Source: an optimization exercise on an open RTL-to-GDS flow (aim: a short achievable clock period and few clock cycles per item). Production flows keep margins and buffers that such runs may drop.
Only the layout flow was run in this run; the RTL was not checked for function there.
Power figures rest on the tool's default switching activity, not on a simulated workload.

<file path="config.mk">
export PLATFORM = sky130hd
export DESIGN_NAME = dll_tx_top
export DESIGN_NICKNAME = dll_tx_top
export VERILOG_FILES = /design/flow/design.v
export SDC_FILE = /design/flow/constraint.sdc
export NUM_CORES = 4
export LEC_CHECK = 0
export CAP_MARGIN = 20
export CORE_MARGIN = 2
export CORE_UTILIZATION = 40
export PLACE_DENSITY = 0.6
export SETUP_SLACK_MARGIN = 3.6
export SLEW_MARGIN = 20
</file>
<file path="constraint.sdc">
create_clock -name core_clock -period 5.5 [get_ports {clk_i}]
set_input_delay 1.1000 -clock core_clock [delete_from_list [all_inputs] [get_ports {clk_i}]]
set_output_delay 1.1000 -clock core_clock [all_outputs]
set_load 0.01 [all_outputs]
</file>
<file path="design.v">
`timescale 1ns/100ps
package dll_tx_pkg;
  typedef logic [31:0] dword_t;
  typedef logic [3:0]  keep_t;
  typedef logic [11:0] seq_num_t;
  typedef logic [7:0]  hdr_credit_t;
  typedef logic [11:0] data_credit_t;
  typedef logic [9:0]  tlp_len_t;
  typedef logic [31:0] crc_t;
  typedef enum logic [2:0] {
    CC_NONE,
    CC_P_HDR,
    CC_P_DATA,
    CC_NP_HDR,
    CC_NP_DATA,
    CC_CPL_HDR,
    CC_CPL_DATA
  } credit_class_e;
  localparam logic [7:0] TK_MRD    = 8'h00;
  localparam logic [7:0] TK_MWR    = 8'h40;
  localparam logic [7:0] TK_IORD   = 8'h02;
  localparam logic [7:0] TK_IOWR   = 8'h42;
  localparam logic [7:0] TK_CFGRD0 = 8'h04;
  localparam logic [7:0] TK_CFGWR0 = 8'h44;
  localparam logic [7:0] TK_MSG    = 8'h30;
  localparam logic [7:0] TK_MSGD   = 8'h70;
  localparam logic [7:0] TK_CPL    = 8'h0A;
  localparam logic [7:0] TK_CPLD   = 8'h4A;
  localparam int DW_PER_DATA_CREDIT = 4;
  localparam crc_t CRC_POLY = 32'hEDB88320;
endpackage
`timescale 1ns/100ps
module stream_skid_buffer
#(
  parameter int W = 33
) (
  input  logic         clk_i,
  input  logic         rst_i,
  input  logic [W-1:0] up_data,
  input  logic         up_valid,
  output logic         up_ready,
  output logic [W-1:0] dn_data,
  output logic         dn_valid,
  input  logic         dn_ready
);
  logic [W-1:0] main_data_q, skid_data_q;
  logic         main_valid_q, skid_valid_q;
  logic         ready_q;
  logic         up_fire;
  logic         dn_free;
  logic         skid_valid_d;
  assign up_fire = up_valid && ready_q;
  assign dn_free = !main_valid_q || dn_ready;
  assign skid_valid_d = dn_free ? 1'b0 : (skid_valid_q || up_fire);
  always_ff @(posedge clk_i) begin
    if (rst_i) begin
      main_valid_q <= 1'b0;
      skid_valid_q <= 1'b0;
      ready_q      <= 1'b0;
    end else begin
      if (dn_free) begin
        main_valid_q <= skid_valid_q || up_fire;
      end
      skid_valid_q <= skid_valid_d;
      ready_q      <= !skid_valid_d;
    end
  end
  always_ff @(posedge clk_i) begin
    if (dn_free) begin
      main_data_q <= skid_valid_q ? skid_data_q : up_data;
    end
    if (!skid_valid_q) begin
      skid_data_q <= up_data;
    end
  end
  assign up_ready = ready_q;
  assign dn_data  = main_data_q;
  assign dn_valid = main_valid_q;
endmodule
module stream_out_buffer
#(
  parameter int W = 34
) (
  input  logic         clk_i,
  input  logic         rst_i,
  input  logic [W-1:0] up_data,
  input  logic         up_valid,
  output logic         up_ready,
  output logic [W-1:0] dn_data,
  output logic         dn_valid,
  input  logic         dn_ready
);
  logic [W-1:0] main_data_q, hold_data_q, skid_data_q, next_data;
  logic         main_valid_q, hold_valid_q, skid_valid_q, next_valid;
  logic         ready_q;
  logic         up_fire;
  logic         dn_free;
  logic         skid_valid_d;
  assign up_fire = up_valid && ready_q;
  assign dn_free = !main_valid_q || dn_ready;
  assign skid_valid_d = dn_free ? 1'b0 : (skid_valid_q || up_fire);
  assign next_data  = skid_valid_q ? skid_data_q : up_data;
  assign next_valid = skid_valid_q || up_fire;
  always_ff @(posedge clk_i) begin
    if (rst_i) begin
      main_valid_q <= 1'b0;
      hold_valid_q <= 1'b0;
      skid_valid_q <= 1'b0;
      ready_q      <= 1'b0;
    end else begin
      main_valid_q <= dn_free ? next_valid : hold_valid_q;
      hold_valid_q <= dn_free ? next_valid : main_valid_q;
      skid_valid_q <= skid_valid_d;
      ready_q      <= !skid_valid_d;
    end
  end
  always_ff @(posedge clk_i) begin
    main_data_q <= dn_free ? next_data : hold_data_q;
    hold_data_q <= dn_free ? next_data : main_data_q;
    if (!skid_valid_q) begin
      skid_data_q <= up_data;
    end
  end
  assign up_ready = ready_q;
  assign dn_data  = main_data_q;
  assign dn_valid = main_valid_q;
endmodule
`timescale 1ns/100ps
module fc_credit_gate
(
  input  logic         clk_i,
  input  logic         rst_i,
  input  logic         update_fc_i,
  input  dll_tx_pkg::hdr_credit_t  fc_ph_i,
  input  dll_tx_pkg::hdr_credit_t  fc_nph_i,
  input  dll_tx_pkg::hdr_credit_t  fc_cplh_i,
  input  dll_tx_pkg::data_credit_t fc_pd_i,
  input  dll_tx_pkg::data_credit_t fc_npd_i,
  input  dll_tx_pkg::data_credit_t fc_cpld_i,
  input  dll_tx_pkg::dword_t       hdr_dw0_i,   
  input  logic         take_i,      
  output logic         room_o       
);
  dll_tx_pkg::hdr_credit_t  hlim_q [3];
  dll_tx_pkg::hdr_credit_t  hused_q[3];
  dll_tx_pkg::data_credit_t dlim_q [3];
  dll_tx_pkg::data_credit_t dused_q[3];
  dll_tx_pkg::data_credit_t dav_q  [3];
  logic                     room_q;
  logic [2:0]               hneed_q, dneed_q;    
  logic [7:0]               dreq_q;
  logic [7:0]               kind;
  logic [7:0]               len_credits;
  logic [2:0]               hneed, dneed;
  logic [7:0]               dreq;
  logic [5:0]               ok;
  logic                     rst_q;
  function automatic dll_tx_pkg::data_credit_t add12(dll_tx_pkg::data_credit_t a,
                                                    dll_tx_pkg::data_credit_t b, logic cin);
    logic [11:0] g, p, gn, pn;
    logic [12:0] c;
    g = a & b;
    p = a ^ b;
    for (int d = 1; d < 12; d = d * 2) begin
      gn = g;
      pn = p;
      for (int i = d; i < 12; i++) begin
        gn[i] = g[i] | (p[i] & g[i - d]);
        pn[i] = p[i] & p[i - d];
      end
      g = gn;
      p = pn;
    end
    c[0] = cin;
    for (int i = 0; i < 12; i++) begin
      c[i + 1] = g[i] | (p[i] & cin);
    end
    add12 = a ^ b ^ c[11:0];
  endfunction
  assign kind        = hdr_dw0_i[7:0];
  assign len_credits = {hdr_dw0_i[17:16], hdr_dw0_i[31:26]};
  always_comb begin
    hneed = 3'b000;
    dneed = 3'b000;
    unique case (kind)
      dll_tx_pkg::TK_MRD, dll_tx_pkg::TK_IORD, dll_tx_pkg::TK_CFGRD0: hneed = 3'b010;
      dll_tx_pkg::TK_IOWR, dll_tx_pkg::TK_CFGWR0: begin hneed = 3'b010; dneed = 3'b010; end
      dll_tx_pkg::TK_MWR, dll_tx_pkg::TK_MSGD:    begin hneed = 3'b001; dneed = 3'b001; end
      dll_tx_pkg::TK_MSG:                         hneed = 3'b001;
      dll_tx_pkg::TK_CPL:                         hneed = 3'b100;
      dll_tx_pkg::TK_CPLD:                        begin hneed = 3'b100; dneed = 3'b100; end
      default: ;
    endcase
    dreq = (dneed[1] || len_credits == '0) ? 8'd1 : len_credits;
  end
  always_comb begin
    for (int c = 0; c < 3; c++) begin
      ok[c]     = !hneed_q[c] || (hlim_q[c] != hused_q[c]);
      ok[3 + c] = !dneed_q[c] || (dav_q[c][11:8] != '0) || (dav_q[c][7:0] >= dreq_q);
    end
  end
  always_ff @(posedge clk_i) begin
    hneed_q <= hneed;
    dneed_q <= dneed;
    dreq_q  <= dreq;
  end
  always_ff @(posedge clk_i) begin
    rst_q <= rst_i;
  end
  always_ff @(posedge clk_i) begin
    if (update_fc_i) begin
      hlim_q[0] <= fc_ph_i;
      hlim_q[1] <= fc_nph_i;
      hlim_q[2] <= fc_cplh_i;
      dlim_q[0] <= fc_pd_i;
      dlim_q[1] <= fc_npd_i;
      dlim_q[2] <= fc_cpld_i;
    end else if (rst_q) begin
      for (int c = 0; c < 3; c++) begin
        hlim_q[c] <= '0;
        dlim_q[c] <= '0;
      end
    end
    for (int c = 0; c < 3; c++) begin
      if (rst_q) begin
        hused_q[c] <= '0;
        dused_q[c] <= '0;
      end else begin
        if (take_i && hneed_q[c]) hused_q[c] <= hused_q[c] + dll_tx_pkg::hdr_credit_t'(1);
        if (take_i && dneed_q[c]) dused_q[c] <= add12(dused_q[c], {4'h0, dreq_q}, 1'b0);
      end
      dav_q[c] <= add12(dlim_q[c], ~dused_q[c], 1'b1);
    end
    room_q <= &ok;
  end
  assign room_o = room_q;
endmodule
`timescale 1ns/100ps
module lcrc_dword_term
(
  input  dll_tx_pkg::dword_t d_i,
  output dll_tx_pkg::crc_t   p_o,
  output dll_tx_pkg::crc_t   q_o
);
  assign p_o[0] = d_i[1] ^ d_i[4] ^ d_i[11] ^ d_i[12] ^ d_i[13] ^ d_i[15];
  assign p_o[1] = d_i[0] ^ d_i[2] ^ d_i[3] ^ d_i[4] ^ d_i[5] ^ d_i[9] ^ d_i[10] ^ d_i[11] ^ d_i[15];
  assign p_o[2] = d_i[2] ^ d_i[5] ^ d_i[8] ^ d_i[11] ^ d_i[12] ^ d_i[13];
  assign p_o[3] = d_i[4] ^ d_i[5] ^ d_i[7] ^ d_i[9] ^ d_i[11] ^ d_i[12] ^ d_i[14] ^ d_i[15];
  assign p_o[4] = d_i[0] ^ d_i[1] ^ d_i[3] ^ d_i[4] ^ d_i[6] ^ d_i[7] ^ d_i[11] ^ d_i[12] ^ d_i[14] ^ d_i[15];
  assign p_o[5] = d_i[0] ^ d_i[1] ^ d_i[3] ^ d_i[4] ^ d_i[5] ^ d_i[7] ^ d_i[9] ^ d_i[11];
  assign p_o[6] = d_i[0] ^ d_i[2] ^ d_i[3] ^ d_i[4] ^ d_i[5] ^ d_i[6] ^ d_i[7] ^ d_i[11] ^ d_i[12] ^ d_i[13];
  assign p_o[7] = d_i[1] ^ d_i[7] ^ d_i[8] ^ d_i[12] ^ d_i[13] ^ d_i[15];
  assign p_o[8] = d_i[1] ^ d_i[3] ^ d_i[4] ^ d_i[13] ^ d_i[14];
  assign p_o[9] = d_i[3] ^ d_i[5] ^ d_i[6] ^ d_i[7] ^ d_i[8] ^ d_i[9] ^ d_i[15];
  assign p_o[10] = d_i[0] ^ d_i[1] ^ d_i[3] ^ d_i[4] ^ d_i[12] ^ d_i[13] ^ d_i[14];
  assign p_o[11] = d_i[0] ^ d_i[9] ^ d_i[13];
  assign p_o[12] = d_i[0] ^ d_i[1] ^ d_i[3] ^ d_i[8] ^ d_i[13] ^ d_i[14] ^ d_i[15];
  assign p_o[13] = d_i[0] ^ d_i[2] ^ d_i[6] ^ d_i[8] ^ d_i[15];
  assign p_o[14] = d_i[1] ^ d_i[3] ^ d_i[6] ^ d_i[7] ^ d_i[9] ^ d_i[11] ^ d_i[15];
  assign p_o[15] = d_i[0] ^ d_i[1] ^ d_i[2] ^ d_i[3] ^ d_i[4] ^ d_i[5] ^ d_i[8] ^ d_i[13] ^ d_i[14] ^ d_i[15];
  assign p_o[16] = d_i[0] ^ d_i[1] ^ d_i[2] ^ d_i[3] ^ d_i[5] ^ d_i[6] ^ d_i[7] ^ d_i[11] ^ d_i[13] ^ d_i[14];
  assign p_o[17] = d_i[2] ^ d_i[8] ^ d_i[12] ^ d_i[13];
  assign p_o[18] = d_i[0] ^ d_i[3] ^ d_i[7] ^ d_i[9] ^ d_i[14];
  assign p_o[19] = d_i[1] ^ d_i[2] ^ d_i[3] ^ d_i[4] ^ d_i[6] ^ d_i[9] ^ d_i[12] ^ d_i[13] ^ d_i[14] ^ d_i[15];
  assign p_o[20] = d_i[3] ^ d_i[6] ^ d_i[7] ^ d_i[8] ^ d_i[9] ^ d_i[12] ^ d_i[13] ^ d_i[15];
  assign p_o[21] = d_i[0] ^ d_i[1] ^ d_i[3] ^ d_i[4] ^ d_i[12] ^ d_i[13] ^ d_i[15];
  assign p_o[22] = d_i[0] ^ d_i[1] ^ d_i[2] ^ d_i[4] ^ d_i[7] ^ d_i[8] ^ d_i[11] ^ d_i[13] ^ d_i[15];
  assign p_o[23] = d_i[2] ^ d_i[3] ^ d_i[4] ^ d_i[5] ^ d_i[7] ^ d_i[8] ^ d_i[9] ^ d_i[12] ^ d_i[14] ^ d_i[15];
  assign p_o[24] = d_i[1] ^ d_i[3] ^ d_i[4] ^ d_i[7] ^ d_i[13] ^ d_i[14] ^ d_i[15];
  assign p_o[25] = d_i[2] ^ d_i[3] ^ d_i[5] ^ d_i[8] ^ d_i[9] ^ d_i[11] ^ d_i[13];
  assign p_o[26] = d_i[0] ^ d_i[2] ^ d_i[3] ^ d_i[5] ^ d_i[7] ^ d_i[9] ^ d_i[11] ^ d_i[14] ^ d_i[15];
  assign p_o[27] = d_i[0] ^ d_i[1] ^ d_i[3] ^ d_i[5] ^ d_i[6] ^ d_i[11] ^ d_i[15];
  assign p_o[28] = d_i[2] ^ d_i[3] ^ d_i[4] ^ d_i[5] ^ d_i[7] ^ d_i[8] ^ d_i[13] ^ d_i[14] ^ d_i[15];
  assign p_o[29] = d_i[1] ^ d_i[3] ^ d_i[4] ^ d_i[5] ^ d_i[6] ^ d_i[7] ^ d_i[8] ^ d_i[11] ^ d_i[12] ^ d_i[13];
  assign p_o[30] = d_i[8] ^ d_i[12] ^ d_i[13] ^ d_i[14] ^ d_i[15];
  assign p_o[31] = d_i[1] ^ d_i[4] ^ d_i[5] ^ d_i[6] ^ d_i[8] ^ d_i[11] ^ d_i[12] ^ d_i[13];
  assign q_o[0] = d_i[24] ^ d_i[26] ^ d_i[28] ^ d_i[30];
  assign q_o[1] = d_i[16] ^ d_i[20] ^ d_i[21] ^ d_i[24] ^ d_i[26] ^ d_i[31];
  assign q_o[2] = d_i[18] ^ d_i[19] ^ d_i[20] ^ d_i[21] ^ d_i[22] ^ d_i[25] ^ d_i[27] ^ d_i[28] ^ d_i[29];
  assign q_o[3] = d_i[16] ^ d_i[17] ^ d_i[19] ^ d_i[21] ^ d_i[24] ^ d_i[25] ^ d_i[27] ^ d_i[30];
  assign q_o[4] = d_i[16] ^ d_i[18] ^ d_i[23] ^ d_i[24] ^ d_i[31];
  assign q_o[5] = d_i[17] ^ d_i[18] ^ d_i[19] ^ d_i[26] ^ d_i[30];
  assign q_o[6] = d_i[16] ^ d_i[18] ^ d_i[20] ^ d_i[23] ^ d_i[24] ^ d_i[25] ^ d_i[27] ^ d_i[30];
  assign q_o[7] = d_i[16] ^ d_i[18] ^ d_i[19] ^ d_i[20] ^ d_i[22] ^ d_i[23] ^ d_i[24] ^ d_i[27] ^ d_i[28] ^ d_i[29];
  assign q_o[8] = d_i[21] ^ d_i[22] ^ d_i[23] ^ d_i[26] ^ d_i[27] ^ d_i[28];
  assign q_o[9] = d_i[16] ^ d_i[17] ^ d_i[18] ^ d_i[23] ^ d_i[26] ^ d_i[27] ^ d_i[28] ^ d_i[29] ^ d_i[30] ^ d_i[31];
  assign q_o[10] = d_i[17] ^ d_i[19] ^ d_i[20] ^ d_i[25] ^ d_i[26] ^ d_i[27] ^ d_i[30];
  assign q_o[11] = d_i[17] ^ d_i[18] ^ d_i[21] ^ d_i[22] ^ d_i[25] ^ d_i[27] ^ d_i[31];
  assign q_o[12] = d_i[17] ^ d_i[19] ^ d_i[21] ^ d_i[23] ^ d_i[24] ^ d_i[25] ^ d_i[30];
  assign q_o[13] = d_i[16] ^ d_i[17] ^ d_i[19] ^ d_i[20] ^ d_i[22] ^ d_i[24] ^ d_i[29];
  assign q_o[14] = d_i[19] ^ d_i[20] ^ d_i[22] ^ d_i[23] ^ d_i[25] ^ d_i[26] ^ d_i[27] ^ d_i[28] ^ d_i[29] ^ d_i[30] ^ d_i[31];
  assign q_o[15] = d_i[16] ^ d_i[18] ^ d_i[19] ^ d_i[20] ^ d_i[21] ^ d_i[22] ^ d_i[23] ^ d_i[24] ^ d_i[28] ^ d_i[29] ^ d_i[30] ^ d_i[31];
  assign q_o[16] = d_i[16] ^ d_i[17] ^ d_i[18] ^ d_i[21] ^ d_i[22] ^ d_i[24] ^ d_i[27] ^ d_i[30];
  assign q_o[17] = d_i[27] ^ d_i[28] ^ d_i[29] ^ d_i[31];
  assign q_o[18] = d_i[16] ^ d_i[18] ^ d_i[19] ^ d_i[20] ^ d_i[21] ^ d_i[22] ^ d_i[24] ^ d_i[26] ^ d_i[28] ^ d_i[29] ^ d_i[30] ^ d_i[31];
  assign q_o[19] = d_i[16] ^ d_i[21] ^ d_i[23] ^ d_i[24] ^ d_i[27] ^ d_i[28] ^ d_i[30];
  assign q_o[20] = d_i[18] ^ d_i[20] ^ d_i[26] ^ d_i[29] ^ d_i[30] ^ d_i[31];
  assign q_o[21] = d_i[16] ^ d_i[18] ^ d_i[19] ^ d_i[20] ^ d_i[23] ^ d_i[25] ^ d_i[26] ^ d_i[27] ^ d_i[28] ^ d_i[30];
  assign q_o[22] = d_i[17] ^ d_i[18] ^ d_i[21] ^ d_i[27] ^ d_i[29] ^ d_i[31];
  assign q_o[23] = d_i[16] ^ d_i[18] ^ d_i[21] ^ d_i[22] ^ d_i[23] ^ d_i[24] ^ d_i[25] ^ d_i[27] ^ d_i[28] ^ d_i[29];
  assign q_o[24] = d_i[18] ^ d_i[20] ^ d_i[21] ^ d_i[22] ^ d_i[23] ^ d_i[24] ^ d_i[27] ^ d_i[28];
  assign q_o[25] = d_i[16] ^ d_i[18] ^ d_i[21] ^ d_i[22] ^ d_i[23] ^ d_i[24];
  assign q_o[26] = d_i[17] ^ d_i[18] ^ d_i[19] ^ d_i[21] ^ d_i[22] ^ d_i[25] ^ d_i[26] ^ d_i[27] ^ d_i[28] ^ d_i[29] ^ d_i[30] ^ d_i[31];
  assign q_o[27] = d_i[17] ^ d_i[21] ^ d_i[22] ^ d_i[23] ^ d_i[24] ^ d_i[26] ^ d_i[27] ^ d_i[28] ^ d_i[29] ^ d_i[31];
  assign q_o[28] = d_i[16] ^ d_i[17] ^ d_i[20] ^ d_i[21] ^ d_i[23] ^ d_i[24] ^ d_i[25] ^ d_i[26] ^ d_i[31];
  assign q_o[29] = d_i[16] ^ d_i[18] ^ d_i[19] ^ d_i[20] ^ d_i[23] ^ d_i[24] ^ d_i[26] ^ d_i[27] ^ d_i[31];
  assign q_o[30] = d_i[19] ^ d_i[20] ^ d_i[22] ^ d_i[25] ^ d_i[31];
  assign q_o[31] = d_i[17] ^ d_i[18] ^ d_i[19] ^ d_i[20] ^ d_i[21] ^ d_i[22] ^ d_i[25] ^ d_i[27] ^ d_i[29];
endmodule
module lcrc_seq_term
(
  input  dll_tx_pkg::seq_num_t seq_i,
  output dll_tx_pkg::crc_t     y0_o
);
  assign y0_o[0] = 1'b1 ^ seq_i[1] ^ seq_i[3] ^ seq_i[5] ^ seq_i[9] ^ seq_i[10] ^ seq_i[11];
  assign y0_o[1] = seq_i[0] ^ seq_i[1] ^ seq_i[2] ^ seq_i[3] ^ seq_i[4] ^ seq_i[5] ^ seq_i[6] ^ seq_i[9] ^ seq_i[10] ^ seq_i[11];
  assign y0_o[2] = 1'b1 ^ seq_i[0] ^ seq_i[1] ^ seq_i[2] ^ seq_i[3] ^ seq_i[5] ^ seq_i[7] ^ seq_i[8] ^ seq_i[9] ^ seq_i[10] ^ seq_i[11];
  assign y0_o[3] = 1'b1 ^ seq_i[1] ^ seq_i[3] ^ seq_i[4] ^ seq_i[5] ^ seq_i[10] ^ seq_i[11];
  assign y0_o[4] = 1'b1 ^ seq_i[0] ^ seq_i[5] ^ seq_i[6] ^ seq_i[8] ^ seq_i[10];
  assign y0_o[5] = seq_i[0] ^ seq_i[1] ^ seq_i[3] ^ seq_i[5] ^ seq_i[7] ^ seq_i[8] ^ seq_i[9] ^ seq_i[11];
  assign y0_o[6] = 1'b1 ^ seq_i[2] ^ seq_i[6] ^ seq_i[9] ^ seq_i[10] ^ seq_i[11];
  assign y0_o[7] = 1'b1 ^ seq_i[0] ^ seq_i[5] ^ seq_i[6] ^ seq_i[8] ^ seq_i[9] ^ seq_i[11];
  assign y0_o[8] = seq_i[0] ^ seq_i[1] ^ seq_i[4] ^ seq_i[8] ^ seq_i[9];
  assign y0_o[9] = 1'b1 ^ seq_i[2] ^ seq_i[3] ^ seq_i[4];
  assign y0_o[10] = seq_i[1] ^ seq_i[2] ^ seq_i[4] ^ seq_i[6] ^ seq_i[7] ^ seq_i[8] ^ seq_i[11];
  assign y0_o[11] = 1'b1 ^ seq_i[2] ^ seq_i[5] ^ seq_i[6] ^ seq_i[10];
  assign y0_o[12] = 1'b1 ^ seq_i[5] ^ seq_i[7] ^ seq_i[11];
  assign y0_o[13] = seq_i[0] ^ seq_i[1] ^ seq_i[6] ^ seq_i[9] ^ seq_i[11];
  assign y0_o[14] = seq_i[0] ^ seq_i[5] ^ seq_i[8] ^ seq_i[9] ^ seq_i[11];
  assign y0_o[15] = 1'b1 ^ seq_i[1] ^ seq_i[2] ^ seq_i[3] ^ seq_i[4] ^ seq_i[5] ^ seq_i[6] ^ seq_i[7] ^ seq_i[11];
  assign y0_o[16] = 1'b1 ^ seq_i[0] ^ seq_i[1] ^ seq_i[3] ^ seq_i[4] ^ seq_i[6] ^ seq_i[7] ^ seq_i[8] ^ seq_i[9];
  assign y0_o[17] = seq_i[0] ^ seq_i[3] ^ seq_i[6] ^ seq_i[8] ^ seq_i[9] ^ seq_i[10];
  assign y0_o[18] = 1'b1 ^ seq_i[3] ^ seq_i[4] ^ seq_i[5] ^ seq_i[7];
  assign y0_o[19] = seq_i[0] ^ seq_i[2] ^ seq_i[4] ^ seq_i[5] ^ seq_i[6] ^ seq_i[7] ^ seq_i[8] ^ seq_i[10] ^ seq_i[11];
  assign y0_o[20] = 1'b1 ^ seq_i[0] ^ seq_i[3] ^ seq_i[4] ^ seq_i[6] ^ seq_i[8];
  assign y0_o[21] = 1'b1 ^ seq_i[2] ^ seq_i[5] ^ seq_i[6] ^ seq_i[7] ^ seq_i[10];
  assign y0_o[22] = seq_i[2] ^ seq_i[4] ^ seq_i[5] ^ seq_i[6] ^ seq_i[8] ^ seq_i[9];
  assign y0_o[23] = 1'b1 ^ seq_i[1] ^ seq_i[7] ^ seq_i[11];
  assign y0_o[24] = 1'b1 ^ seq_i[0] ^ seq_i[1] ^ seq_i[3] ^ seq_i[4] ^ seq_i[5] ^ seq_i[8] ^ seq_i[10];
  assign y0_o[25] = 1'b1 ^ seq_i[0] ^ seq_i[3] ^ seq_i[4] ^ seq_i[10];
  assign y0_o[26] = seq_i[0] ^ seq_i[1] ^ seq_i[3] ^ seq_i[5] ^ seq_i[8] ^ seq_i[9] ^ seq_i[11];
  assign y0_o[27] = 1'b1 ^ seq_i[1] ^ seq_i[2] ^ seq_i[3] ^ seq_i[4] ^ seq_i[5] ^ seq_i[6] ^ seq_i[7] ^ seq_i[9] ^ seq_i[10] ^ seq_i[11];
  assign y0_o[28] = 1'b1 ^ seq_i[0] ^ seq_i[2] ^ seq_i[3] ^ seq_i[4] ^ seq_i[5] ^ seq_i[7] ^ seq_i[9];
  assign y0_o[29] = 1'b1 ^ seq_i[0] ^ seq_i[1] ^ seq_i[2] ^ seq_i[7] ^ seq_i[8] ^ seq_i[9];
  assign y0_o[30] = seq_i[0] ^ seq_i[2] ^ seq_i[3] ^ seq_i[7] ^ seq_i[8] ^ seq_i[10] ^ seq_i[11];
  assign y0_o[31] = 1'b1 ^ seq_i[1] ^ seq_i[7] ^ seq_i[11];
endmodule
module lcrc_step
(
  input  dll_tx_pkg::crc_t y_i,
  output dll_tx_pkg::crc_t cy_o
);
  assign cy_o[0] = y_i[31];
  assign cy_o[1] = y_i[0] ^ y_i[31];
  assign cy_o[2] = y_i[1] ^ y_i[31];
  assign cy_o[3] = y_i[2];
  assign cy_o[4] = y_i[3] ^ y_i[31];
  assign cy_o[5] = y_i[4] ^ y_i[31];
  assign cy_o[6] = y_i[5];
  assign cy_o[7] = y_i[6] ^ y_i[31];
  assign cy_o[8] = y_i[7] ^ y_i[31];
  assign cy_o[9] = y_i[8];
  assign cy_o[10] = y_i[9] ^ y_i[31];
  assign cy_o[11] = y_i[10] ^ y_i[31];
  assign cy_o[12] = y_i[11] ^ y_i[31];
  assign cy_o[13] = y_i[12];
  assign cy_o[14] = y_i[13];
  assign cy_o[15] = y_i[14];
  assign cy_o[16] = y_i[15] ^ y_i[31];
  assign cy_o[17] = y_i[16];
  assign cy_o[18] = y_i[17];
  assign cy_o[19] = y_i[18];
  assign cy_o[20] = y_i[19];
  assign cy_o[21] = y_i[20];
  assign cy_o[22] = y_i[21] ^ y_i[31];
  assign cy_o[23] = y_i[22] ^ y_i[31];
  assign cy_o[24] = y_i[23];
  assign cy_o[25] = y_i[24];
  assign cy_o[26] = y_i[25] ^ y_i[31];
  assign cy_o[27] = y_i[26];
  assign cy_o[28] = y_i[27];
  assign cy_o[29] = y_i[28];
  assign cy_o[30] = y_i[29];
  assign cy_o[31] = y_i[30];
endmodule
module lcrc_out
(
  input  dll_tx_pkg::crc_t y_i,
  output dll_tx_pkg::crc_t lcrc_o
);
  assign lcrc_o[0] = ~(y_i[2] ^ y_i[4] ^ y_i[6] ^ y_i[7] ^ y_i[10] ^ y_i[11] ^ y_i[12] ^ y_i[15] ^ y_i[16] ^ y_i[17] ^ y_i[20] ^ y_i[22] ^ y_i[24] ^ y_i[27] ^ y_i[28] ^ y_i[29] ^ y_i[30] ^ y_i[31]);
  assign lcrc_o[1] = ~(y_i[2] ^ y_i[3] ^ y_i[4] ^ y_i[5] ^ y_i[6] ^ y_i[9] ^ y_i[13] ^ y_i[17] ^ y_i[18] ^ y_i[19] ^ y_i[22] ^ y_i[23] ^ y_i[25] ^ y_i[28] ^ y_i[31]);
  assign lcrc_o[2] = ~(y_i[1] ^ y_i[7] ^ y_i[8] ^ y_i[10] ^ y_i[11] ^ y_i[12] ^ y_i[13] ^ y_i[15] ^ y_i[19] ^ y_i[20] ^ y_i[26] ^ y_i[29] ^ y_i[31]);
  assign lcrc_o[3] = ~(y_i[1] ^ y_i[11] ^ y_i[13] ^ y_i[21] ^ y_i[23] ^ y_i[25] ^ y_i[26] ^ y_i[27] ^ y_i[28] ^ y_i[30] ^ y_i[31]);
  assign lcrc_o[4] = ~(y_i[1] ^ y_i[2] ^ y_i[6] ^ y_i[12] ^ y_i[16] ^ y_i[19] ^ y_i[21] ^ y_i[22] ^ y_i[24] ^ y_i[28] ^ y_i[30]);
  assign lcrc_o[5] = ~(y_i[4] ^ y_i[5] ^ y_i[9] ^ y_i[10] ^ y_i[11] ^ y_i[16] ^ y_i[17] ^ y_i[18] ^ y_i[19] ^ y_i[21] ^ y_i[23] ^ y_i[24] ^ y_i[26] ^ y_i[27] ^ y_i[28] ^ y_i[30]);
  assign lcrc_o[6] = ~(y_i[1] ^ y_i[4] ^ y_i[5] ^ y_i[7] ^ y_i[8] ^ y_i[10] ^ y_i[12] ^ y_i[13] ^ y_i[14] ^ y_i[19] ^ y_i[21] ^ y_i[23] ^ y_i[24] ^ y_i[28] ^ y_i[29] ^ y_i[30] ^ y_i[31]);
  assign lcrc_o[7] = ~(y_i[1] ^ y_i[3] ^ y_i[5] ^ y_i[6] ^ y_i[9] ^ y_i[10] ^ y_i[11] ^ y_i[12] ^ y_i[13] ^ y_i[15] ^ y_i[17] ^ y_i[19] ^ y_i[21] ^ y_i[23] ^ y_i[24] ^ y_i[25] ^ y_i[27] ^ y_i[31]);
  assign lcrc_o[8] = ~(y_i[3] ^ y_i[4] ^ y_i[5] ^ y_i[6] ^ y_i[7] ^ y_i[8] ^ y_i[9] ^ y_i[11] ^ y_i[12] ^ y_i[15] ^ y_i[16] ^ y_i[17] ^ y_i[18] ^ y_i[20] ^ y_i[21] ^ y_i[22] ^ y_i[25] ^ y_i[26] ^ y_i[29] ^ y_i[30]);
  assign lcrc_o[9] = ~(y_i[3] ^ y_i[7] ^ y_i[8] ^ y_i[9] ^ y_i[12] ^ y_i[13] ^ y_i[17] ^ y_i[18] ^ y_i[19] ^ y_i[20] ^ y_i[21] ^ y_i[22] ^ y_i[23] ^ y_i[25] ^ y_i[26] ^ y_i[27] ^ y_i[29] ^ y_i[30]);
  assign lcrc_o[10] = ~(y_i[0] ^ y_i[2] ^ y_i[4] ^ y_i[5] ^ y_i[11] ^ y_i[14] ^ y_i[16] ^ y_i[18] ^ y_i[26] ^ y_i[27] ^ y_i[29] ^ y_i[30] ^ y_i[31]);
  assign lcrc_o[11] = ~(y_i[1] ^ y_i[5] ^ y_i[7] ^ y_i[10] ^ y_i[11] ^ y_i[12] ^ y_i[14] ^ y_i[16] ^ y_i[17] ^ y_i[20] ^ y_i[22] ^ y_i[25] ^ y_i[27] ^ y_i[28] ^ y_i[29] ^ y_i[30]);
  assign lcrc_o[12] = ~(y_i[3] ^ y_i[9] ^ y_i[11] ^ y_i[15] ^ y_i[17] ^ y_i[18] ^ y_i[19] ^ y_i[20] ^ y_i[21] ^ y_i[22] ^ y_i[26] ^ y_i[29] ^ y_i[30] ^ y_i[31]);
  assign lcrc_o[13] = ~(y_i[1] ^ y_i[2] ^ y_i[3] ^ y_i[4] ^ y_i[6] ^ y_i[7] ^ y_i[8] ^ y_i[10] ^ y_i[12] ^ y_i[16] ^ y_i[18] ^ y_i[22] ^ y_i[23] ^ y_i[27] ^ y_i[29] ^ y_i[31]);
  assign lcrc_o[14] = ~(y_i[3] ^ y_i[4] ^ y_i[7] ^ y_i[9] ^ y_i[11] ^ y_i[13] ^ y_i[14] ^ y_i[18] ^ y_i[20] ^ y_i[21] ^ y_i[22] ^ y_i[26] ^ y_i[28] ^ y_i[30]);
  assign lcrc_o[15] = ~(y_i[1] ^ y_i[6] ^ y_i[8] ^ y_i[11] ^ y_i[13] ^ y_i[14] ^ y_i[16] ^ y_i[17] ^ y_i[20] ^ y_i[22] ^ y_i[23] ^ y_i[29]);
  assign lcrc_o[16] = ~(y_i[1] ^ y_i[2] ^ y_i[3] ^ y_i[7] ^ y_i[8] ^ y_i[10] ^ y_i[12] ^ y_i[13] ^ y_i[15] ^ y_i[18] ^ y_i[19] ^ y_i[21] ^ y_i[22] ^ y_i[23] ^ y_i[24] ^ y_i[26] ^ y_i[27] ^ y_i[31]);
  assign lcrc_o[17] = ~(y_i[2] ^ y_i[8] ^ y_i[9] ^ y_i[11] ^ y_i[14] ^ y_i[21] ^ y_i[22] ^ y_i[23] ^ y_i[25] ^ y_i[26] ^ y_i[29] ^ y_i[31]);
  assign lcrc_o[18] = ~(y_i[2] ^ y_i[4] ^ y_i[6] ^ y_i[8] ^ y_i[10] ^ y_i[11] ^ y_i[12] ^ y_i[14] ^ y_i[16] ^ y_i[17] ^ y_i[18] ^ y_i[20] ^ y_i[21] ^ y_i[22] ^ y_i[23] ^ y_i[25] ^ y_i[26] ^ y_i[27] ^ y_i[29]);
  assign lcrc_o[19] = ~(y_i[1] ^ y_i[2] ^ y_i[3] ^ y_i[4] ^ y_i[5] ^ y_i[6] ^ y_i[8] ^ y_i[9] ^ y_i[11] ^ y_i[13] ^ y_i[14] ^ y_i[16] ^ y_i[19] ^ y_i[21] ^ y_i[24] ^ y_i[26] ^ y_i[28] ^ y_i[29] ^ y_i[30]);
  assign lcrc_o[20] = ~(y_i[3] ^ y_i[4] ^ y_i[6] ^ y_i[8] ^ y_i[9] ^ y_i[10] ^ y_i[11] ^ y_i[12] ^ y_i[13] ^ y_i[16] ^ y_i[17] ^ y_i[19] ^ y_i[20] ^ y_i[21] ^ y_i[24] ^ y_i[25] ^ y_i[27] ^ y_i[30] ^ y_i[31]);
  assign lcrc_o[21] = ~(y_i[4] ^ y_i[5] ^ y_i[11] ^ y_i[16] ^ y_i[21] ^ y_i[22] ^ y_i[24] ^ y_i[25] ^ y_i[26] ^ y_i[28] ^ y_i[29] ^ y_i[30] ^ y_i[31]);
  assign lcrc_o[22] = ~(y_i[2] ^ y_i[3] ^ y_i[4] ^ y_i[5] ^ y_i[6] ^ y_i[7] ^ y_i[10] ^ y_i[15] ^ y_i[21] ^ y_i[22] ^ y_i[24] ^ y_i[25] ^ y_i[26] ^ y_i[28] ^ y_i[30]);
  assign lcrc_o[23] = ~(y_i[3] ^ y_i[8] ^ y_i[9] ^ y_i[12] ^ y_i[16] ^ y_i[17] ^ y_i[19] ^ y_i[20] ^ y_i[21] ^ y_i[23] ^ y_i[24]);
  assign lcrc_o[24] = ~(y_i[1] ^ y_i[5] ^ y_i[7] ^ y_i[8] ^ y_i[10] ^ y_i[11] ^ y_i[16] ^ y_i[19] ^ y_i[21] ^ y_i[23] ^ y_i[25] ^ y_i[26] ^ y_i[27] ^ y_i[28] ^ y_i[29] ^ y_i[30] ^ y_i[31]);
  assign lcrc_o[25] = ~(y_i[1] ^ y_i[4] ^ y_i[8] ^ y_i[11] ^ y_i[12] ^ y_i[13] ^ y_i[15] ^ y_i[18] ^ y_i[19] ^ y_i[22] ^ y_i[23] ^ y_i[24] ^ y_i[25] ^ y_i[26] ^ y_i[27] ^ y_i[28] ^ y_i[29]);
  assign lcrc_o[26] = ~(y_i[1] ^ y_i[2] ^ y_i[11] ^ y_i[12] ^ y_i[13] ^ y_i[15] ^ y_i[18] ^ y_i[19] ^ y_i[20] ^ y_i[23] ^ y_i[28] ^ y_i[29]);
  assign lcrc_o[27] = ~(y_i[4] ^ y_i[5] ^ y_i[8] ^ y_i[9] ^ y_i[12] ^ y_i[13] ^ y_i[14] ^ y_i[15] ^ y_i[16] ^ y_i[17] ^ y_i[18] ^ y_i[21] ^ y_i[22]);
  assign lcrc_o[28] = ~(y_i[2] ^ y_i[3] ^ y_i[8] ^ y_i[12] ^ y_i[13] ^ y_i[15] ^ y_i[16] ^ y_i[17] ^ y_i[18] ^ y_i[20] ^ y_i[21] ^ y_i[22] ^ y_i[23] ^ y_i[28] ^ y_i[29] ^ y_i[30] ^ y_i[31]);
  assign lcrc_o[29] = ~(y_i[2] ^ y_i[3] ^ y_i[5] ^ y_i[7] ^ y_i[8] ^ y_i[10] ^ y_i[12] ^ y_i[15] ^ y_i[20] ^ y_i[23] ^ y_i[25] ^ y_i[26] ^ y_i[28] ^ y_i[30] ^ y_i[31]);
  assign lcrc_o[30] = ~(y_i[2] ^ y_i[5] ^ y_i[7] ^ y_i[10] ^ y_i[11] ^ y_i[12] ^ y_i[15] ^ y_i[17] ^ y_i[18] ^ y_i[19] ^ y_i[20] ^ y_i[22] ^ y_i[24] ^ y_i[25] ^ y_i[27] ^ y_i[29] ^ y_i[30]);
  assign lcrc_o[31] = ~(y_i[2] ^ y_i[3] ^ y_i[4] ^ y_i[5] ^ y_i[9] ^ y_i[10] ^ y_i[11] ^ y_i[13] ^ y_i[14] ^ y_i[16] ^ y_i[18] ^ y_i[20] ^ y_i[22] ^ y_i[23] ^ y_i[27] ^ y_i[29] ^ y_i[31]);
endmodule
`timescale 1ns/100ps
module tlp_framer
#(
  parameter dll_tx_pkg::seq_num_t SEQ_INIT = '0
) (
  input  logic      clk_i,
  input  logic      rst_i,
  input  dll_tx_pkg::dword_t    in_data,
  input  logic      in_valid,
  input  logic      in_last,
  output logic      in_ready,
  output dll_tx_pkg::dword_t    out_data,
  output logic      out_valid,
  output logic      out_last,
  input  logic      out_ready,
  output dll_tx_pkg::dword_t    hdr_dw0_o,
  output logic      take_o,
  input  logic      room_i
);
  logic               adv, consume, take, emit, hdr_go;
  logic               st_lo_q, st_hi_q;      
  logic               first_q;               
  logic               fresh_q, fresh2_q;     
  dll_tx_pkg::seq_num_t seq_q;
  logic [15:0]        carry_q;
  dll_tx_pkg::dword_t word;
  dll_tx_pkg::dword_t p1_data_q, p2_data_q;
  logic               p1_valid_q, p1_lo_q, p1_hi_q;
  logic               p2_valid_q, p2_lo_q, p2_hi_q;
  dll_tx_pkg::crc_t   p_d, q_d, p_q, q_q;
  logic               pq_valid_q, pq_first_q;
  dll_tx_pkg::crc_t   y_q, cy, y0_d, y0_q, lcrc_d, lcrc_q;
  assign adv      = out_ready;
  assign hdr_go   = room_i && !fresh_q && !fresh2_q;
  assign consume  = adv && !st_lo_q && !st_hi_q && in_valid && (!first_q || hdr_go);
  assign take     = consume && first_q;
  assign emit     = consume || st_lo_q || st_hi_q;
  assign in_ready = consume;
  assign take_o   = take;
  always_comb begin
    if (st_lo_q) begin
      word = {16'h0, carry_q};
    end else if (st_hi_q) begin
      word = '0;
    end else if (first_q) begin
      word = {in_data[15:0], seq_q[7:0], 4'h0, seq_q[11:8]};
    end else begin
      word = {in_data[15:0], carry_q};
    end
  end
  always_ff @(posedge clk_i) begin
    if (rst_i) begin
      st_lo_q    <= 1'b0;
      st_hi_q    <= 1'b0;
      first_q    <= 1'b1;
      fresh_q    <= 1'b1;
      fresh2_q   <= 1'b1;
      seq_q      <= SEQ_INIT;
      p1_valid_q <= 1'b0;
      p2_valid_q <= 1'b0;
      pq_valid_q <= 1'b0;
    end else begin
      fresh_q  <= consume || !in_valid;
      fresh2_q <= fresh_q;
      if (consume) begin
        first_q <= in_last;
      end
      if (adv) begin
        st_lo_q    <= consume && in_last;
        st_hi_q    <= st_lo_q;
        p1_valid_q <= emit;
        p2_valid_q <= p1_valid_q;
        pq_valid_q <= consume;
        if (pq_valid_q && pq_first_q) begin
          seq_q <= seq_q + dll_tx_pkg::seq_num_t'(1);
        end
      end
    end
  end
  lcrc_dword_term lcrc_dword_term_i (
    .d_i (in_data),
    .p_o (p_d),
    .q_o (q_d)
  );
  lcrc_seq_term lcrc_seq_term_i (
    .seq_i (seq_q),
    .y0_o  (y0_d)
  );
  lcrc_step lcrc_step_i (
    .y_i  (y_q),
    .cy_o (cy)
  );
  lcrc_out lcrc_out_i (
    .y_i    (y_q),
    .lcrc_o (lcrc_d)
  );
  always_ff @(posedge clk_i) begin
    y0_q <= y0_d;
    if (consume) begin
      carry_q <= in_data[31:16];
    end
    if (adv) begin
      p1_data_q  <= word;
      p1_lo_q    <= st_lo_q;
      p1_hi_q    <= st_hi_q;
      p2_data_q  <= p1_data_q;
      p2_lo_q    <= p1_lo_q;
      p2_hi_q    <= p1_hi_q;
      p_q        <= p_d;
      q_q        <= q_d;
      pq_first_q <= first_q;
      lcrc_q     <= lcrc_d;
      if (pq_valid_q) begin
        y_q <= (pq_first_q ? y0_q : cy) ^ p_q ^ q_q;
      end
    end
  end
  assign out_valid = p2_valid_q;
  assign out_last  = p2_hi_q;
  assign out_data  = p2_lo_q ? {lcrc_q[15:0], p2_data_q[15:0]} :
                     p2_hi_q ? {16'h0, lcrc_q[31:16]} : p2_data_q;
  assign hdr_dw0_o = in_data;
endmodule
`timescale 1ns/100ps
module dll_tx_top
#(
  parameter dll_tx_pkg::seq_num_t SEQ_INIT = '0
) (
  input  logic         clk_i,
  input  logic         rst_i,
  input  dll_tx_pkg::dword_t       s_tdata_i,
  input  logic         s_tvalid_i,
  input  logic         s_tlast_i,
  output logic         s_tready_o,
  output dll_tx_pkg::dword_t       m_tdata_o,
  output dll_tx_pkg::keep_t        m_tkeep_o,
  output logic         m_tvalid_o,
  output logic         m_tlast_o,
  input  logic         m_tready_i,
  output dll_tx_pkg::seq_num_t     seq_num_o,
  input  logic         update_fc_i,
  input  dll_tx_pkg::hdr_credit_t  fc_ph_i,
  input  dll_tx_pkg::hdr_credit_t  fc_nph_i,
  input  dll_tx_pkg::hdr_credit_t  fc_cplh_i,
  input  dll_tx_pkg::data_credit_t fc_pd_i,
  input  dll_tx_pkg::data_credit_t fc_npd_i,
  input  dll_tx_pkg::data_credit_t fc_cpld_i
);
  dll_tx_pkg::dword_t in_data,  out_data;
  logic   in_valid, out_valid;
  logic   in_last,  out_last;
  logic   in_ready, out_ready;
  logic   m_khi;
  dll_tx_pkg::dword_t hdr_dw0;
  logic   take, room;
  dll_tx_pkg::seq_num_t oseq_q, oseq_hold_q;
  logic   oseq_inc;
  stream_skid_buffer #(.W(33)) in_buf_i (
    .clk_i    (clk_i),
    .rst_i    (rst_i),
    .up_data  ({s_tlast_i, s_tdata_i}),
    .up_valid (s_tvalid_i),
    .up_ready (s_tready_o),
    .dn_data  ({in_last, in_data}),
    .dn_valid (in_valid),
    .dn_ready (in_ready)
  );
  tlp_framer #(.SEQ_INIT(SEQ_INIT)) tlp_framer_i (
    .clk_i     (clk_i),
    .rst_i     (rst_i),
    .in_data   (in_data),
    .in_valid  (in_valid),
    .in_last   (in_last),
    .in_ready  (in_ready),
    .out_data  (out_data),
    .out_valid (out_valid),
    .out_last  (out_last),
    .out_ready (out_ready),
    .hdr_dw0_o (hdr_dw0),
    .take_o    (take),
    .room_i    (room)
  );
  fc_credit_gate fc_credit_gate_i (
    .clk_i       (clk_i),
    .rst_i       (rst_i),
    .update_fc_i (update_fc_i),
    .fc_ph_i     (fc_ph_i),
    .fc_nph_i    (fc_nph_i),
    .fc_cplh_i   (fc_cplh_i),
    .fc_pd_i     (fc_pd_i),
    .fc_npd_i    (fc_npd_i),
    .fc_cpld_i   (fc_cpld_i),
    .hdr_dw0_i   (hdr_dw0),
    .take_i      (take),
    .room_o      (room)
  );
  stream_out_buffer #(.W(34)) out_buf_i (
    .clk_i    (clk_i),
    .rst_i    (rst_i),
    .up_data  ({!out_last, out_last, out_data}),
    .up_valid (out_valid),
    .up_ready (out_ready),
    .dn_data  ({m_khi, m_tlast_o, m_tdata_o}),
    .dn_valid (m_tvalid_o),
    .dn_ready (m_tready_i)
  );
  assign m_tkeep_o = {m_khi, m_khi, 2'b11};
  assign oseq_inc = out_valid && out_ready && out_last;
  always_ff @(posedge clk_i) begin
    if (rst_i) begin
      oseq_q      <= SEQ_INIT;
      oseq_hold_q <= SEQ_INIT;
    end else begin
      oseq_q      <= oseq_inc ? oseq_hold_q + dll_tx_pkg::seq_num_t'(1) : oseq_hold_q;
      oseq_hold_q <= oseq_inc ? oseq_q + dll_tx_pkg::seq_num_t'(1) : oseq_q;
    end
  end
  assign seq_num_o = oseq_q;
endmodule
</file>
<file path="run.sh">
#!/bin/bash
# synth_recipe.tcl (not shown) runs the flow's synth.tcl, then flattens the netlist and writes it again
# the make line also repeats each setting of config.mk as NAME=value (left out here)
make -C /OpenROAD-flow-scripts/flow DESIGN_CONFIG=/design/flow/config.mk WORK_HOME=/design/flow/orfs CLKGATE_MAP_FILE= SYNTH_SCRIPT=/design/flow/synth_recipe.tcl finish
</file>
==> impl_metrics.csv <==
group,metric,value,unit
sta,worst_pin_slew,905.5,ps
grt,grt_use_total,19.48,%
setup_path,reg2reg_slack,3280,ps
final_layout,stdcell_area,0.03976,mm²
clock_network,cts_sinks,635,
setup_path,cp_data_required_time,5990,ps
clock_network,cts-root-buf,"clkbuf_16",
clock_network,path_clk_slew,60,ps
clock_network,cts_made_buffers,70,
grt,met2_usage,35.10,%
clock_network,holdBufCountCts,0,
grt,grt.overflow.total,0,
clock_network,cts_tree,"built",
grt,antenna_found_initial,0,
detailed_routing,first_iter_violations,1023,
clock_network,cts_buffer_depth,3,
pwr,powerDensity,317.5,mW/mm²
floorplanning,core,0.07407,mm²
floorplanning,dieArea,0.07675,mm²
detailed_routing,routed_wire_length_per_instance,19.51,µm
setup_path,crit_arrival,2710,ps
synth,ys_types,65,
synth,syn_avg_cell_area,11.32,µm²
place,post-dp-hpwl,50830,µm
sta,whs,414.2,ps
detailed_routing,vias,20110,
sta,slew_violations,0,
detailed_routing,via_per_inst,4.977,
clock_network,h-tree-depth,3,
final_layout,final_util,53.68,%
floorplanning,initial_core_util,40.26,%
synth,yosys_warnings,10,
final_layout,final_cells,4040,
place,dp_slack,2336,ps
place,gp_congestion,0.8853,
floorplanning,die_x,277.0,µm
pwr,pwr-share-clk,38.8,%
place,io_buffers,146,
final_layout,nets,3216,
synth,yosysTopAreaCell,"edfxtp_1",
flow_run,drv_cap,0,
floorplanning,io_pins,149,
pwr,leakage,15.45,nW
synth,netlist.area_leader.share,30.81,%
sta,final.period_utilization,40.36,%
setup_path,end_kind,"register",
setup_path,cp_max_fo,2,
synth,synthTopCellsByArea,"edfxtp_1 31%, dfxtp_1 22%, xnor2_1 15%",
setup_path,crit_type,"reg2reg",
pwr,swShare,24.72,%
final_layout,antennaDiodeCount,0,
status,status,"finished clean",
synth,synth_async_sr_flop_share,0,%
final_layout,drive_gt1_share,28.59,%
synth,ys_seq_elements,635,
floorplanning,rows,100,
final_layout,layout_common_cells,"391 x xnor2_1, 306 x edfxtp_1, 255 x dfxtp_1, 230 x buf_4, 183 x nand2_1",
final_layout,synthToLayoutAreaGrowth,33.33,%
pwr,p_comb_share,15.3,%
sta,setup_violations,0,
place,dp.cells,3626,
sta,finalHoldViolCount,0,
grt,met1_usage,23.24,%
pwr,p_seq_share,45.9,%
place,placed_area,0.03221,mm²
sta,max-slew-margin-rel,39.64,%
synth,synth_flop_cell,"dfxtp_1",
pwr,p_switching,3.121,mW
pwr,ir_drop,0.0001902,V
grt,grt_pass1_wl,116100,µm
sta,tns,0,ps
final_layout,final_common_cell,"xnor2_1",
clock_network,worstSkewPairLatency,610,ps
sta,skew,25.31,ps
synth,synth_edf_count,306,
detailed_routing,drt-total-wl,78840,µm
detailed_routing,postRouteAntennaNets,0,
grt,grt.met3_usage,2.565,%
sta,rsz0062_at_grt,"true",
detailed_routing,drcViolationCount,0,
grt,grt_max_degree,69,
floorplanning,dieHeight,277.0,µm
sta,fmax,0.4505,GHz
min_path,hold_path.class,"reg2reg",
sta,fin_ws,3280,ps
synth,yosysSeqAreaShare,52.90,%
setup_path,start_kind,"register",
pwr,p_int,9.504,mW
pwr,power.total,12.62,mW
detailed_routing,dr.pass1.iters,5,
sta,finalCriticalPeriod,2220,ps
grt,first_global_vias,20540,
grt,grt.busiest_layer,"met2",
synth,synthCells,2634,
synth,synth.cell_area,0.02982,mm²
==> critical path, stage by stage, from the launching register on <==
cell and delay, ps:
dfxtp_2 360, ha_4 140, inv_2 40, fa_2 380
nor2b_4 140, o21ai_2 80, a21boi_2 180, o221ai_2 140
a2111oi_4 320, mux2_4 330
==> metal layers <==
metal | vias to the layer above | wire length (µm)
li1 | 9666 | -
met1 | 9734 | 31480
met2 | 517 | 40670
met3 | 190 | 3104
met4 | 0 | 3589
met5 | - | 0
==> Yosys cell counts, types with 42 or more instances <==
library cell	n
xnor2_1	511
a21o_1	51
nand2_1	196
mux2i_1	42
dfxtp_1	329
a21oi_1	75
o21ai_0	93
ha_1	101
edfxtp_1	306
and2_1	97
clkbuf_1	78
buf_2	47
xor2_1	168
inv_1	79
nor2_1	120
==> flip-flops by register name (all words and copies together), names as in the netlist, 24 cells and up <==
| name | flops |
|---|---|
| fc_credit_gate_i.dav_q | 36 |
| fc_credit_gate_i.dlim_q | 36 |
| fc_credit_gate_i.dused_q | 36 |
| out_buf_i.hold_data_q | 34 |
| out_buf_i.main_data_q | 34 |
| out_buf_i.skid_data_q | 34 |
| in_buf_i.main_data_q | 33 |
| in_buf_i.skid_data_q | 33 |
| tlp_framer_i.lcrc_q | 32 |
| tlp_framer_i.p1_data_q | 32 |
| tlp_framer_i.p2_data_q | 32 |
| tlp_framer_i.p_q | 32 |
| tlp_framer_i.q_q | 32 |
| tlp_framer_i.y_q | 32 |
| tlp_framer_i.y0_q | 31 |
| fc_credit_gate_i.hlim_q | 24 |
| fc_credit_gate_i.hused_q | 24 |
==> path summary, 6_finish.rpt <==
check,depth (start not counted),endpoint,start
worst max-delay path,9,fc_credit_gate_i.dused_q[1][10]$_SDFFE_PP0P_,fc_credit_gate_i.dused_q[1][0]$_SDFFE_PP0P_
worst min-delay path,0,tlp_framer_i.p2_data_q[15]$_DFFE_PP_,tlp_framer_i.p1_data_q[15]$_DFFE_PP_
worst max register to register,9,fc_credit_gate_i.dused_q[1][10]$_SDFFE_PP0P_,fc_credit_gate_i.dused_q[1][0]$_SDFFE_PP0P_
worst min register to register,0,tlp_framer_i.p2_data_q[15]$_DFFE_PP_,tlp_framer_i.p1_data_q[15]$_DFFE_PP_
==> repair_timing <==
| item | in CTS | in global routing |
|---|---|---|
| setup buffers | 182 | 88 |
| resized for setup | 545 | 199 |
| pin swaps | 88 | 104 |
| gates cloned | 11 | 4 |
| endpoints found under the setup margin | 578 | 304 |
| hold endpoints to repair | 0 | 0 |
==> power by group through the flow <==
stage	Sequential (mW)	Clock (mW)	Combinational, mW
2_1_floorplan	5.77	0	1.28
3_3_place_gp	5.92	0	1.65
3_5_place_dp	5.92	0	1.68
4_1_cts	5.81	5.01	1.84
5_1_grt	5.83	5.21	2.10
6_report	5.80	4.90	1.93
==> final cells by class <==
| class | instances | area (µm²) |
|---|---|---|
| clock buffers | 102 | 2176 |
| clock inverters | 27 | 276.5 |
| fillers | 6191 | 34310 |
| inverters | 79 | 309.0 |
| multi-input cells | 1796 | 15780 |
| flip-flops and latches | 635 | 15910 |
| well taps | 969 | 1212 |
| repair buffers | 432 | 4105 |
==> cells by family after synthesis <==
kind of cell / synth area share (%)
DFF: 52.90
adders and majority gates: 4.439
other: 0.01257
muxes: 2.971
and+or+nand+nor: 9.868
xor gates and xnor gates: 20.29
buffers and inverters: 3.017
AOI/OAI and AO/OA: 6.503

[re-timing with driven ports]
The flow's constraints put no driver on any port. The routed layout listed below was extracted and timed again, unchanged, in two steps.
Step 1 assumes that a clkbuf_16 drives the clock port and a buf_2 every other input.
Step 2 times the ports against the registers' clock, not the clock port: input delays grow and output delays shrink by t, the midpoint of the rising clock arrivals with the driver on.
Three values: no drivers, after step 1, after step 2; two values: the first two.
t (ns): 0.665
slack for setup (ns): 3.280 / 3.269 / 3.105
worst hold slack (ns): 0.414 / 0.414 / 0.414
After both steps this run still meets setup and hold. The setup slack of this run moves by -0.011 ns with the drivers and by -0.175 ns with both steps.
